Context: an optimization exercise on an open-source flow, tuned for a short achievable clock period and few clock cycles per item. The choices shown serve that exercise and are no tape-out recipe. Where RTL was checked, it was by simulation tests only, not by an equivalence proof against the original. The flow treats the clock pin as an ideal source. Dropping or thinning the clock tree relies on that and would not hold on a real chip. No activity file was given, so power comes from the tool's default toggle rates.

raven:
Design pcie_ingress_top, start of the top module:
module pcie_ingress_top (
  input  wire                                    clk,
  input  wire                                    rst,
  input  wire                                    i_beat_valid,
  input  wire [32:0]                             i_beat,
  input  wire [31:0]                             i_control_addr_base,
  input  wire [pcie_ingress_pkg::BUF_ADDR_W-1:0] i_buf_offset,
  output logic                                   o_credit_return,
  output logic [225:0]                           o_regs,
  output logic                                   o_reg_write_stb,
  output logic                                   o_update_buf_stb,
  output logic [38:0]                            o_cmd,
  output logic [43:0]                            o_buf,
  output logic [30:0]                            o_cplt
);
Size: about 22000 µm² of cells after synthesis.
==> flow/config.mk <==
export PLATFORM = sky130hd
export DESIGN_NAME = pcie_ingress_top
export DESIGN_NICKNAME = pcie_ingress_top
export VERILOG_FILES = /design/flow/design.v
export SDC_FILE = /design/flow/constraint.sdc
export NUM_CORES = 4
export LEC_CHECK = 0
export CAP_MARGIN = 20
export CORE_AREA = 5 5 225 225
export CTS_CLUSTER_DIAMETER = 60
export CTS_CLUSTER_SIZE = 30
export DIE_AREA = 0 0 230 230
export SETUP_SLACK_MARGIN = 3.3
export SLEW_MARGIN = 20
==> flow/constraint.sdc <==
create_clock -name core_clock -period 5.0 [get_ports {clk}]
set_input_delay 1.0000 -clock core_clock [delete_from_list [all_inputs] [get_ports {clk}]]
set_output_delay 1.0000 -clock core_clock [all_outputs]
set_load 0.01 [all_outputs]
standard.sh (not shown) runs the stock make flow with config.mk's settings and CLKGATE_MAP_FILE= SYNTH_SCRIPT=/design/flow/synth_recipe.tcl, a recipe that flattens the netlist after the stock synthesis.
==> flow/flow/run.sh <==
#!/bin/bash
# Standard layout, except that the clock tree built by the CTS step is replaced
# by a two-level balanced tree of clock inverters (flow/myct.tcl, run as the
# CTS step's post hook). Two inverter levels keep the clock's polarity.
# Output flip-flops are also moved next to their output buffers (MYCT_PULL).
set -euo pipefail
export MYCT_NL1=4
export MYCT_NLEAF=32
export MYCT_PULL=1
export MYCT_L1CELL=sky130_fd_sc_hd__clkinv_16
export MYCT_LEAFCELL=sky130_fd_sc_hd__clkinv_8
export POST_CTS_TCL="$PWD/flow/myct.tcl"
bash standard.sh finish > standard.log 2>&1
==> flow/flow/myct.tcl <==
# Rebuild the clock tree as two balanced levels of clock buffers or inverters
# (two inverter levels keep the clock's polarity).
# The clock port drives NL1 first-level cells; each of those drives a group of
# leaf cells, each leaf drives a cluster of flip-flops found by recursive
# bisection of their placed positions.

set ct_nl1   [expr {[info exists ::env(MYCT_NL1)] ? $::env(MYCT_NL1) : 4}]
set ct_nleaf [expr {[info exists ::env(MYCT_NLEAF)] ? $::env(MYCT_NLEAF) : 16}]
set ct_l1cell   [expr {[info exists ::env(MYCT_L1CELL)] ? $::env(MYCT_L1CELL) : "sky130_fd_sc_hd__clkbuf_16"}]
set ct_leafcell [expr {[info exists ::env(MYCT_LEAFCELL)] ? $::env(MYCT_LEAFCELL) : "sky130_fd_sc_hd__clkbuf_16"}]

set db    [ord::get_db]
set block [ord::get_db_block]
set clk   [$block findNet clk]

# collect the sinks behind the existing tree and the tree's buffers
set sinks {}
set bufs {}
set nets {}
set todo [list $clk]
while {[llength $todo]} {
  set net [lindex $todo 0]
  set todo [lrange $todo 1 end]
  foreach it [$net getITerms] {
    if {![$it isInputSignal]} { continue }
    set inst [$it getInst]
    set mname [[$inst getMaster] getName]
    if {[string match "*clkbuf*" $mname] || [string match "*clkinv*" $mname] || [string match "sky130_fd_sc_hd__buf_*" $mname] && [string match "clk*" [$inst getName]]} {
      lappend bufs $inst
      foreach o [$inst getITerms] {
        if {[$o isOutputSignal] && [$o getNet] ne "NULL"} {
          lappend nets [$o getNet]
          lappend todo [$o getNet]
        }
      }
    } else {
      lappend sinks $it
    }
  }
}
puts "myct: [llength $sinks] sinks, removing [llength $bufs] buffers"
# dummy loads the tree synthesis added for balance go with the tree
set ffs {}
set loads {}
foreach it $sinks {
  set inst [$it getInst]
  set mname [[$inst getMaster] getName]
  if {[string match "clkload*" [$inst getName]]} {
    lappend loads $inst
  } elseif {[string match "*df*" $mname]} {
    lappend ffs $it
  } else {
    error "myct: unexpected clock sink $mname [$inst getName]"
  }
}
set sinks $ffs
puts "myct: [llength $sinks] flip-flops, removing [llength $loads] dummy loads"
foreach it $sinks { $it disconnect }
foreach l $loads { odb::dbInst_destroy $l }
foreach b $bufs { odb::dbInst_destroy $b }
foreach n $nets { odb::dbNet_destroy $n }

proc outpin {inst} {
  foreach it [$inst getITerms] {
    if {[$it isOutputSignal]} { return $it }
  }
  error "myct: no output on [$inst getName]"
}

# Output flip-flops: the strongest drive of their cell type, and placed by
# their port's output buffer (legalized below).
proc pull_output_flops {} {
  set db [ord::get_db]
  set block [ord::get_db_block]
  set n 0
  foreach bt [$block getBTerms] {
    if {[$bt getIoType] ne "OUTPUT"} { continue }
    set net [$bt getNet]
    if {$net eq "NULL"} { continue }
    set buf ""
    foreach it [$net getITerms] { if {[$it isOutputSignal]} { set buf [$it getInst] } }
    if {$buf eq ""} { continue }
    set in ""
    foreach it [$buf getITerms] { if {[$it isInputSignal]} { set in [$it getNet] } }
    if {$in eq "" || $in eq "NULL"} { continue }
    set ff ""
    foreach it [$in getITerms] { if {[$it isOutputSignal]} { set ff [$it getInst] } }
    if {$ff eq ""} { continue }
    set mname [[$ff getMaster] getName]
    if {![regexp {^(sky130_fd_sc_hd__dfxtp)_\d+$} $mname -> base]} { continue }
    set big [$db findMaster "${base}_4"]
    if {$big ne "NULL" && $big ne [$ff getMaster]} { $ff swapMaster $big }
    set loc [$buf getLocation]
    $ff setLocation [lindex $loc 0] [lindex $loc 1]
    incr n
  }
  puts "myct: pulled $n output flip-flops to their output buffers"
}

proc sink_xy {it} {
  set bb [[$it getInst] getBBox]
  return [list [expr {([$bb xMin] + [$bb xMax]) / 2}] [expr {([$bb yMin] + [$bb yMax]) / 2}]]
}

# split items (list of {x y payload}) into n groups of near equal size
proc bisect {items n} {
  if {$n <= 1} { return [list $items] }
  set xs {}; set ys {}
  foreach i $items { lappend xs [lindex $i 0]; lappend ys [lindex $i 1] }
  set w [expr {[tcl::mathfunc::max {*}$xs] - [tcl::mathfunc::min {*}$xs]}]
  set h [expr {[tcl::mathfunc::max {*}$ys] - [tcl::mathfunc::min {*}$ys]}]
  set k [expr {$w >= $h ? 0 : 1}]
  set sorted [lsort -integer -index $k $items]
  set n1 [expr {$n / 2}]
  set cut [expr {int(round(double([llength $sorted]) * $n1 / $n))}]
  return [concat [bisect [lrange $sorted 0 [expr {$cut - 1}]] $n1] \
                 [bisect [lrange $sorted $cut end] [expr {$n - $n1}]]]
}

proc centroid {items} {
  set sx 0; set sy 0
  foreach i $items { incr sx [lindex $i 0]; incr sy [lindex $i 1] }
  set n [llength $items]
  return [list [expr {$sx / $n}] [expr {$sy / $n}]]
}

proc place_at {inst xy} {
  set m [$inst getMaster]
  set x [expr {[lindex $xy 0] - [$m getWidth] / 2}]
  set y [expr {[lindex $xy 1] - [$m getHeight] / 2}]
  $inst setLocation $x $y
  $inst setPlacementStatus PLACED
}

if {[info exists ::env(MYCT_PULL)] && $::env(MYCT_PULL)} { pull_output_flops }

set items {}
foreach it $sinks { lappend items [concat [sink_xy $it] [list $it]] }

set l1m   [$db findMaster $ct_l1cell]
set leafm [$db findMaster $ct_leafcell]
set per_l1 [expr {$ct_nleaf / $ct_nl1}]

set gi 0
set li 0
foreach grp [bisect $items $ct_nl1] {
  set l1 [odb::dbInst_create $block $l1m "myct_l1_$gi"]
  set l1net [odb::dbNet_create $block "myct_l1net_$gi"]
  $l1net setSigType CLOCK
  [$l1 findITerm A] connect $clk
  [outpin $l1] connect $l1net
  set leafxy {}
  foreach cl [bisect $grp $per_l1] {
    set lf [odb::dbInst_create $block $leafm "myct_leaf_$li"]
    set lfnet [odb::dbNet_create $block "myct_leafnet_$li"]
    $lfnet setSigType CLOCK
    [$lf findITerm A] connect $l1net
    [outpin $lf] connect $lfnet
    foreach i $cl { [lindex $i 2] connect $lfnet }
    set c [centroid $cl]
    place_at $lf $c
    lappend leafxy $c
    incr li
  }
  place_at $l1 [centroid $leafxy]
  incr gi
}
puts "myct: built $gi first-level and $li leaf buffers"

detailed_placement
estimate_parasitics -placement
report_clock_skew
report_clock_min_period
repair_timing_helper
detailed_placement
check_placement -verbose
report_clock_skew
report_worst_slack -max
report_worst_slack -min
report_clock_latency
report_check_types -max_slew -max_capacitance -violators
raven: done, clean on timing, DRC and antenna
Edits applied to the flow inputs when going from raven to pepper:
-- flow/flow/run.sh --
<<< raven, line 5
# Output flip-flops are also moved next to their output buffers (MYCT_PULL).
>>> pepper, line 5
<<< raven, line 8
export MYCT_NLEAF=32
export MYCT_PULL=1
>>> pepper, line 7
export MYCT_NLEAF=24
-- flow/flow/myct.tcl --
<<< raven, line 70
# Output flip-flops: the strongest drive of their cell type, and placed by
# their port's output buffer (legalized below).
proc pull_output_flops {} {
  set db [ord::get_db]
  set block [ord::get_db_block]
  set n 0
  foreach bt [$block getBTerms] {
    if {[$bt getIoType] ne "OUTPUT"} { continue }
    set net [$bt getNet]
    if {$net eq "NULL"} { continue }
    set buf ""
    foreach it [$net getITerms] { if {[$it isOutputSignal]} { set buf [$it getInst] } }
    if {$buf eq ""} { continue }
    set in ""
    foreach it [$buf getITerms] { if {[$it isInputSignal]} { set in [$it getNet] } }
    if {$in eq "" || $in eq "NULL"} { continue }
    set ff ""
    foreach it [$in getITerms] { if {[$it isOutputSignal]} { set ff [$it getInst] } }
    if {$ff eq ""} { continue }
    set mname [[$ff getMaster] getName]
    if {![regexp {^(sky130_fd_sc_hd__dfxtp)_\d+$} $mname -> base]} { continue }
    set big [$db findMaster "${base}_4"]
    if {$big ne "NULL" && $big ne [$ff getMaster]} { $ff swapMaster $big }
    set loc [$buf getLocation]
    $ff setLocation [lindex $loc 0] [lindex $loc 1]
    incr n
  }
  puts "myct: pulled $n output flip-flops to their output buffers"
}

>>> pepper, line 70
<<< raven, line 134

if {[info exists ::env(MYCT_PULL)] && $::env(MYCT_PULL)} { pull_output_flops }
>>> pepper, line 104
-- flow/config.mk --
<<< raven, line 13
export SETUP_SLACK_MARGIN = 3.3
>>> pepper, line 13
export SETUP_SLACK_MARGIN = 3.5
Notes after the runs:
For share of total power in combinational logic, pepper and raven come out practically identical.
NOTE internal power of the cells raven->pepper increased slightly
pepper vs raven: worst-case vdd ir drop up
Looking at capture point of the critical path, the o_regs[192] result is from raven; the o_regs[209] one comes from pepper.
From raven to pepper the numbers moved as follows: total die area did not really move; hold slack went up.
What zinc does differently from pepper at the input level:
-- flow/config.mk --
<<< pepper, line 13
export SETUP_SLACK_MARGIN = 3.5
>>> zinc, line 13
export SETUP_SLACK_MARGIN = 3.3
Notes after the runs:
- Between zinc and pepper, it is zinc whose worst setup slack is higher, by 0.0043 ns.
- zinc ends up with a hold slack that is 0.0051 ns lower than in pepper.
- Any difference in starting utilization of the core area between pepper and zinc is small enough to ignore.
- Run comparison: pepper destination of the critical timing path o_regs[209]; zinc destination of the critical timing path o_regs[35]
- Diff pepper..zinc | wire length | negligible
- Of pepper and zinc, the run reporting the lower register-to-register slack was zinc.
No functional check of the RTL was part of any run of this note. In every run of this note, the design's own scripts or RTL, not TritonCTS, make the clock network.

---

Another version of the RTL of pcie_ingress_top (not shown whole).
Size in the first run: roughly 1,500 cells after synthesis, about 640 flip-flops, about 420 I/O pins, roughly 20,000 µm² of cells after synthesis.
// pcie_ingress_top
module pcie_ingress_top (
  input  wire                                    clk,
  input  wire                                    rst,
  input  wire                                    i_beat_valid,
  input  wire [32:0]                             i_beat,
  input  wire [31:0]                             i_control_addr_base,
  input  wire [pcie_ingress_pkg::BUF_ADDR_W-1:0] i_buf_offset,
  output logic                                   o_credit_return,
  output logic [225:0]                           o_regs,
  output logic                                   o_reg_write_stb,
  output logic                                   o_update_buf_stb,
  output logic [38:0]                            o_cmd,
  output logic [43:0]                            o_buf,
  output logic [30:0]                            o_cplt
);
make LEC_CHECK=0 CAP_MARGIN=20 CORE_AREA='10 10 370 370' DIE_AREA='0 0 380 380' SETUP_SLACK_MARGIN=3.3 SLEW_MARGIN=20 finish   # period 5.0 ns
run.sh (not shown) runs the stock make flow with config.mk's settings and CLKGATE_MAP_FILE= SYNTH_SCRIPT=/design/flow/synth_recipe.tcl, a recipe that flattens the netlist after the stock synthesis.
Stock flow here: none of the scripts above is used.
The starting point passed the timing, DRC and antenna checks.
Testbench counts at the start, summed over its fixed seeds: cycles 18,144, items 2,400.
==> next run, changes <==
CORE_AREA = 5 5 225 225   (was 10 10 370 370)
CTS_CLUSTER_DIAMETER = 60   (was unset)
CTS_CLUSTER_SIZE = 30   (was unset)
DIE_AREA = 0 0 230 230   (was 0 0 380 380)
Result:
- The new run completed without violations
- global-route usage rises by 9.6 points
- core utilization goes up by 34 points
- clock-buffer cell count is lower by 49
- via count shrinks by about 2.4%
- non-clock buffer count came out higher by 10
- synthesized cell count is unchanged
- final cell count falls by about 30%
- routed wire length drops by about 23%
==> next run, changes <==
CORE_AREA = 10 10 370 370   (was 5 5 225 225)
CTS_CLUSTER_DIAMETER = unset   (was 60)
CTS_CLUSTER_SIZE = unset   (was 30)
DIE_AREA = 0 0 380 380   (was 0 0 230 230)
SETUP_SLACK_MARGIN = unset   (was 3.3)
Final area went up by 3.2%.
First-iteration DRC count went down by 18%.
Clock skew went down by 4.0 ps.
Maximum frequency went down by about 24%.
Final cell count went up by 42%.
Area after synthesis does not change.
Register-to-register slack gets worse by 210 ps.
Wire length went up by about 27%.
Die area went up to 2.7 times its value.
Flip-flop and latch count does not change.
==> next run, changes <==
CORE_AREA = 5 5 225 225   (was 10 10 370 370)
DIE_AREA = 0 0 230 230   (was 0 0 380 380)
SETUP_SLACK_MARGIN = 3.3   (was unset)
Combinational power rose by a few percent.
Synthesized area does not change.
Wire length fell by about a fifth.
Cell area fell slightly.
Clock-buffer cell count fell by 12.
Total power fell by a few percent.
First-iteration DRC count rose by about a fifth.
Sequential share of layout area rose by 1.8 points.
Sequential power stays flat.
Sequential cell count stays the same.
Setup slack gains 650 ps.

---

== run 1 ==
Another version of the RTL of pcie_ingress_top (not shown whole).
// pcie_ingress_top
module pcie_ingress_top (
  input  wire                                    clk,
  input  wire                                    rst,
  input  wire                                    i_beat_valid,
  input  wire [32:0]                             i_beat,
  input  wire [31:0]                             i_control_addr_base,
  input  wire [pcie_ingress_pkg::BUF_ADDR_W-1:0] i_buf_offset,
  output logic                                   o_credit_return,
  output logic [225:0]                           o_regs,
  output logic                                   o_reg_write_stb,
  output logic                                   o_update_buf_stb,
  output logic [38:0]                            o_cmd,
  output logic [43:0]                            o_buf,
  output logic [30:0]                            o_cplt
);
clock: 5.0 ns
lec_check: 0
cap_margin: 20
core_area: 5 5 225 225
cts_cluster_diameter: 60
cts_cluster_size: 30
die_area: 0 0 230 230
setup_slack_margin: 3.5
slew_margin: 20
standard.sh (not shown) runs the stock make flow with config.mk's settings and CLKGATE_MAP_FILE= SYNTH_SCRIPT=/design/flow/synth_recipe.tcl, a recipe that flattens the netlist after the stock synthesis.
==> flow/flow/run.sh <==
#!/bin/bash
# Standard layout, except that the clock tree built by the CTS step is replaced
# by a two-level balanced tree of clock inverters (flow/myct.tcl, run as the
# CTS step's post hook). Two inverter levels keep the clock's polarity.
set -euo pipefail
export MYCT_NL1=4
export MYCT_NLEAF=24
export MYCT_L1CELL=sky130_fd_sc_hd__clkinv_16
export MYCT_LEAFCELL=sky130_fd_sc_hd__clkinv_8
export POST_CTS_TCL="$PWD/flow/myct.tcl"
bash standard.sh finish > standard.log 2>&1
==> flow/flow/myct.tcl <==
# Rebuild the clock tree as two balanced levels of clock buffers or inverters
# (two inverter levels keep the clock's polarity).
# The clock port drives NL1 first-level cells; each of those drives a group of
# leaf cells, each leaf drives a cluster of flip-flops found by recursive
# bisection of their placed positions.

set ct_nl1   [expr {[info exists ::env(MYCT_NL1)] ? $::env(MYCT_NL1) : 4}]
set ct_nleaf [expr {[info exists ::env(MYCT_NLEAF)] ? $::env(MYCT_NLEAF) : 16}]
set ct_l1cell   [expr {[info exists ::env(MYCT_L1CELL)] ? $::env(MYCT_L1CELL) : "sky130_fd_sc_hd__clkbuf_16"}]
set ct_leafcell [expr {[info exists ::env(MYCT_LEAFCELL)] ? $::env(MYCT_LEAFCELL) : "sky130_fd_sc_hd__clkbuf_16"}]

set db    [ord::get_db]
set block [ord::get_db_block]
set clk   [$block findNet clk]

# collect the sinks behind the existing tree and the tree's buffers
set sinks {}
set bufs {}
set nets {}
set todo [list $clk]
while {[llength $todo]} {
  set net [lindex $todo 0]
  set todo [lrange $todo 1 end]
  foreach it [$net getITerms] {
    if {![$it isInputSignal]} { continue }
    set inst [$it getInst]
    set mname [[$inst getMaster] getName]
    if {[string match "*clkbuf*" $mname] || [string match "*clkinv*" $mname] || [string match "sky130_fd_sc_hd__buf_*" $mname] && [string match "clk*" [$inst getName]]} {
      lappend bufs $inst
      foreach o [$inst getITerms] {
        if {[$o isOutputSignal] && [$o getNet] ne "NULL"} {
          lappend nets [$o getNet]
          lappend todo [$o getNet]
        }
      }
    } else {
      lappend sinks $it
    }
  }
}
puts "myct: [llength $sinks] sinks, removing [llength $bufs] buffers"
# dummy loads the tree synthesis added for balance go with the tree
set ffs {}
set loads {}
foreach it $sinks {
  set inst [$it getInst]
  set mname [[$inst getMaster] getName]
  if {[string match "clkload*" [$inst getName]]} {
    lappend loads $inst
  } elseif {[string match "*df*" $mname]} {
    lappend ffs $it
  } else {
    error "myct: unexpected clock sink $mname [$inst getName]"
  }
}
set sinks $ffs
puts "myct: [llength $sinks] flip-flops, removing [llength $loads] dummy loads"
foreach it $sinks { $it disconnect }
foreach l $loads { odb::dbInst_destroy $l }
foreach b $bufs { odb::dbInst_destroy $b }
foreach n $nets { odb::dbNet_destroy $n }

proc outpin {inst} {
  foreach it [$inst getITerms] {
    if {[$it isOutputSignal]} { return $it }
  }
  error "myct: no output on [$inst getName]"
}

# Output flip-flops: the strongest drive of their cell type, and placed by
# their port's output buffer (legalized below).
proc pull_output_flops {} {
  set db [ord::get_db]
  set block [ord::get_db_block]
  set n 0
  foreach bt [$block getBTerms] {
    if {[$bt getIoType] ne "OUTPUT"} { continue }
    set net [$bt getNet]
    if {$net eq "NULL"} { continue }
    set buf ""
    foreach it [$net getITerms] { if {[$it isOutputSignal]} { set buf [$it getInst] } }
    if {$buf eq ""} { continue }
    set in ""
    foreach it [$buf getITerms] { if {[$it isInputSignal]} { set in [$it getNet] } }
    if {$in eq "" || $in eq "NULL"} { continue }
    set ff ""
    foreach it [$in getITerms] { if {[$it isOutputSignal]} { set ff [$it getInst] } }
    if {$ff eq ""} { continue }
    set mname [[$ff getMaster] getName]
    if {![regexp {^(sky130_fd_sc_hd__dfxtp)_\d+$} $mname -> base]} { continue }
    set big [$db findMaster "${base}_4"]
    if {$big ne "NULL" && $big ne [$ff getMaster]} { $ff swapMaster $big }
    set loc [$buf getLocation]
    $ff setLocation [lindex $loc 0] [lindex $loc 1]
    incr n
  }
  puts "myct: pulled $n output flip-flops to their output buffers"
}

proc sink_xy {it} {
  set bb [[$it getInst] getBBox]
  return [list [expr {([$bb xMin] + [$bb xMax]) / 2}] [expr {([$bb yMin] + [$bb yMax]) / 2}]]
}

# split items (list of {x y payload}) into n groups of near equal size
proc bisect {items n} {
  if {$n <= 1} { return [list $items] }
  set xs {}; set ys {}
  foreach i $items { lappend xs [lindex $i 0]; lappend ys [lindex $i 1] }
  set w [expr {[tcl::mathfunc::max {*}$xs] - [tcl::mathfunc::min {*}$xs]}]
  set h [expr {[tcl::mathfunc::max {*}$ys] - [tcl::mathfunc::min {*}$ys]}]
  set k [expr {$w >= $h ? 0 : 1}]
  set sorted [lsort -integer -index $k $items]
  set n1 [expr {$n / 2}]
  set cut [expr {int(round(double([llength $sorted]) * $n1 / $n))}]
  return [concat [bisect [lrange $sorted 0 [expr {$cut - 1}]] $n1] \
                 [bisect [lrange $sorted $cut end] [expr {$n - $n1}]]]
}

proc centroid {items} {
  set sx 0; set sy 0
  foreach i $items { incr sx [lindex $i 0]; incr sy [lindex $i 1] }
  set n [llength $items]
  return [list [expr {$sx / $n}] [expr {$sy / $n}]]
}

proc place_at {inst xy} {
  set m [$inst getMaster]
  set x [expr {[lindex $xy 0] - [$m getWidth] / 2}]
  set y [expr {[lindex $xy 1] - [$m getHeight] / 2}]
  $inst setLocation $x $y
  $inst setPlacementStatus PLACED
}

if {[info exists ::env(MYCT_PULL)] && $::env(MYCT_PULL)} { pull_output_flops }

set items {}
foreach it $sinks { lappend items [concat [sink_xy $it] [list $it]] }

set l1m   [$db findMaster $ct_l1cell]
set leafm [$db findMaster $ct_leafcell]
set per_l1 [expr {$ct_nleaf / $ct_nl1}]

set gi 0
set li 0
foreach grp [bisect $items $ct_nl1] {
  set l1 [odb::dbInst_create $block $l1m "myct_l1_$gi"]
  set l1net [odb::dbNet_create $block "myct_l1net_$gi"]
  $l1net setSigType CLOCK
  [$l1 findITerm A] connect $clk
  [outpin $l1] connect $l1net
  set leafxy {}
  foreach cl [bisect $grp $per_l1] {
    set lf [odb::dbInst_create $block $leafm "myct_leaf_$li"]
    set lfnet [odb::dbNet_create $block "myct_leafnet_$li"]
    $lfnet setSigType CLOCK
    [$lf findITerm A] connect $l1net
    [outpin $lf] connect $lfnet
    foreach i $cl { [lindex $i 2] connect $lfnet }
    set c [centroid $cl]
    place_at $lf $c
    lappend leafxy $c
    incr li
  }
  place_at $l1 [centroid $leafxy]
  incr gi
}
puts "myct: built $gi first-level and $li leaf buffers"

detailed_placement
estimate_parasitics -placement
report_clock_skew
report_clock_min_period
repair_timing_helper
detailed_placement
check_placement -verbose
report_clock_skew
report_worst_slack -max
report_worst_slack -min
report_clock_latency
report_check_types -max_slew -max_capacitance -violators
set ct_worst 0
foreach p [get_pins -of_objects [get_nets myct_leafnet_*]] {
  if {[get_property $p direction] ne "input"} { continue }
  set sl [get_property $p slew_max]
  if {$sl > $ct_worst} { set ct_worst $sl }
}
puts "myct: worst flip-flop clock slew $ct_worst"
Run 1 finished every step from synthesis to the final layout, and the layout passed the timing, DRC and antenna checks.
--- input diff run 1..run 2 ---
- CORE_AREA changed from 5 5 225 225 to 5 5 195 195
- DIE_AREA changed from 0 0 230 230 to 0 0 200 200
--- a/flow/flow/run.sh
+++ b/flow/flow/run.sh
@@ -5,5 +5,5 @@
 set -euo pipefail
 export MYCT_NL1=4
-export MYCT_NLEAF=24
+export MYCT_NLEAF=28
 export MYCT_L1CELL=sky130_fd_sc_hd__clkinv_16
 export MYCT_LEAFCELL=sky130_fd_sc_hd__clkinv_8
==> comparison <==
Run 2 -> run 1: fraction of area in multi-input gates flat
Looking at global router's overall resource usage, run 2 sits 4.5 points above run 1.
A critical path endpoint of o_regs[3] is what run 2 shows, while o_regs[55] belongs to run 1.
Compared with run 1, run 2 ends up with less cell area.
Sort run 1 and run 2 by minimum clock period after layout, descending, and run 1 comes first.
Diff run 2..run 1 | register-to-register slack | negligible
Summary of run 2 over run 1: share of cells above drive strength 1 went up by 0.56 points, routability-driven placement congestion ratio rose by about 1.5%, area enclosed by the die boundary went down 13000 µm², area fraction in compound gates after synthesis about even.
Function was not checked in any run of this note: the RTL went through the layout flow alone. No run of this note takes its clock network from TritonCTS; it comes from the design's own scripts or RTL.

==> port drivers added, routing unchanged <==
The results above use ideal ports. As a check the final layouts listed here were re-extracted and re-timed, cells and wires unchanged.
Step 1, drivers: a clkbuf_16 drives clk and a buf_2 each remaining input, both assumed.
Step 2 moves the port delays by t, midway between the first and last clock arrival at a register: inputs arrive t later, outputs are due t later. That takes back most of the time a late clock gives input paths.
Three values: ideal ports, drivers, drivers and shift; two values: the first two.
run | t (ns) | setup slack, ns | worst setup path after step 2 | worst data-port slew with drivers (ns)
raven | 0.490 | 3.246 / 3.004 / 2.969 | input to register | 0.22
pepper | 0.473 | 3.272 / 3.029 / 3.082 | input to register | 0.18
zinc | 0.471 | 3.277 / 3.033 / 2.995 | input to register | 0.11
the first run of note 2 | 0.697 | 2.769 / 2.716 / 2.702 | input to register | 0.08
the second run of note 2 | 0.620 | 2.834 / 2.780 / 2.727 | input to register | 0.10
the third run of note 2 | 0.686 | 2.157 / 2.103 / 2.445 | input to register | 0.11
the fourth run of note 2 | 0.666 | 2.807 / 2.753 / 2.696 | input to register | 0.10
run 1 | 0.463 | 3.288 / 3.043 / 3.057 | input to register | 0.23
run 2 | 0.458 | 3.296 / 3.058 / 3.065 | input to register | 0.21
After both steps setup and hold are still met in every run listed. The setup slack of zinc, which loses most, moves by -0.244 ns with the drivers and by -0.282 ns with both steps.
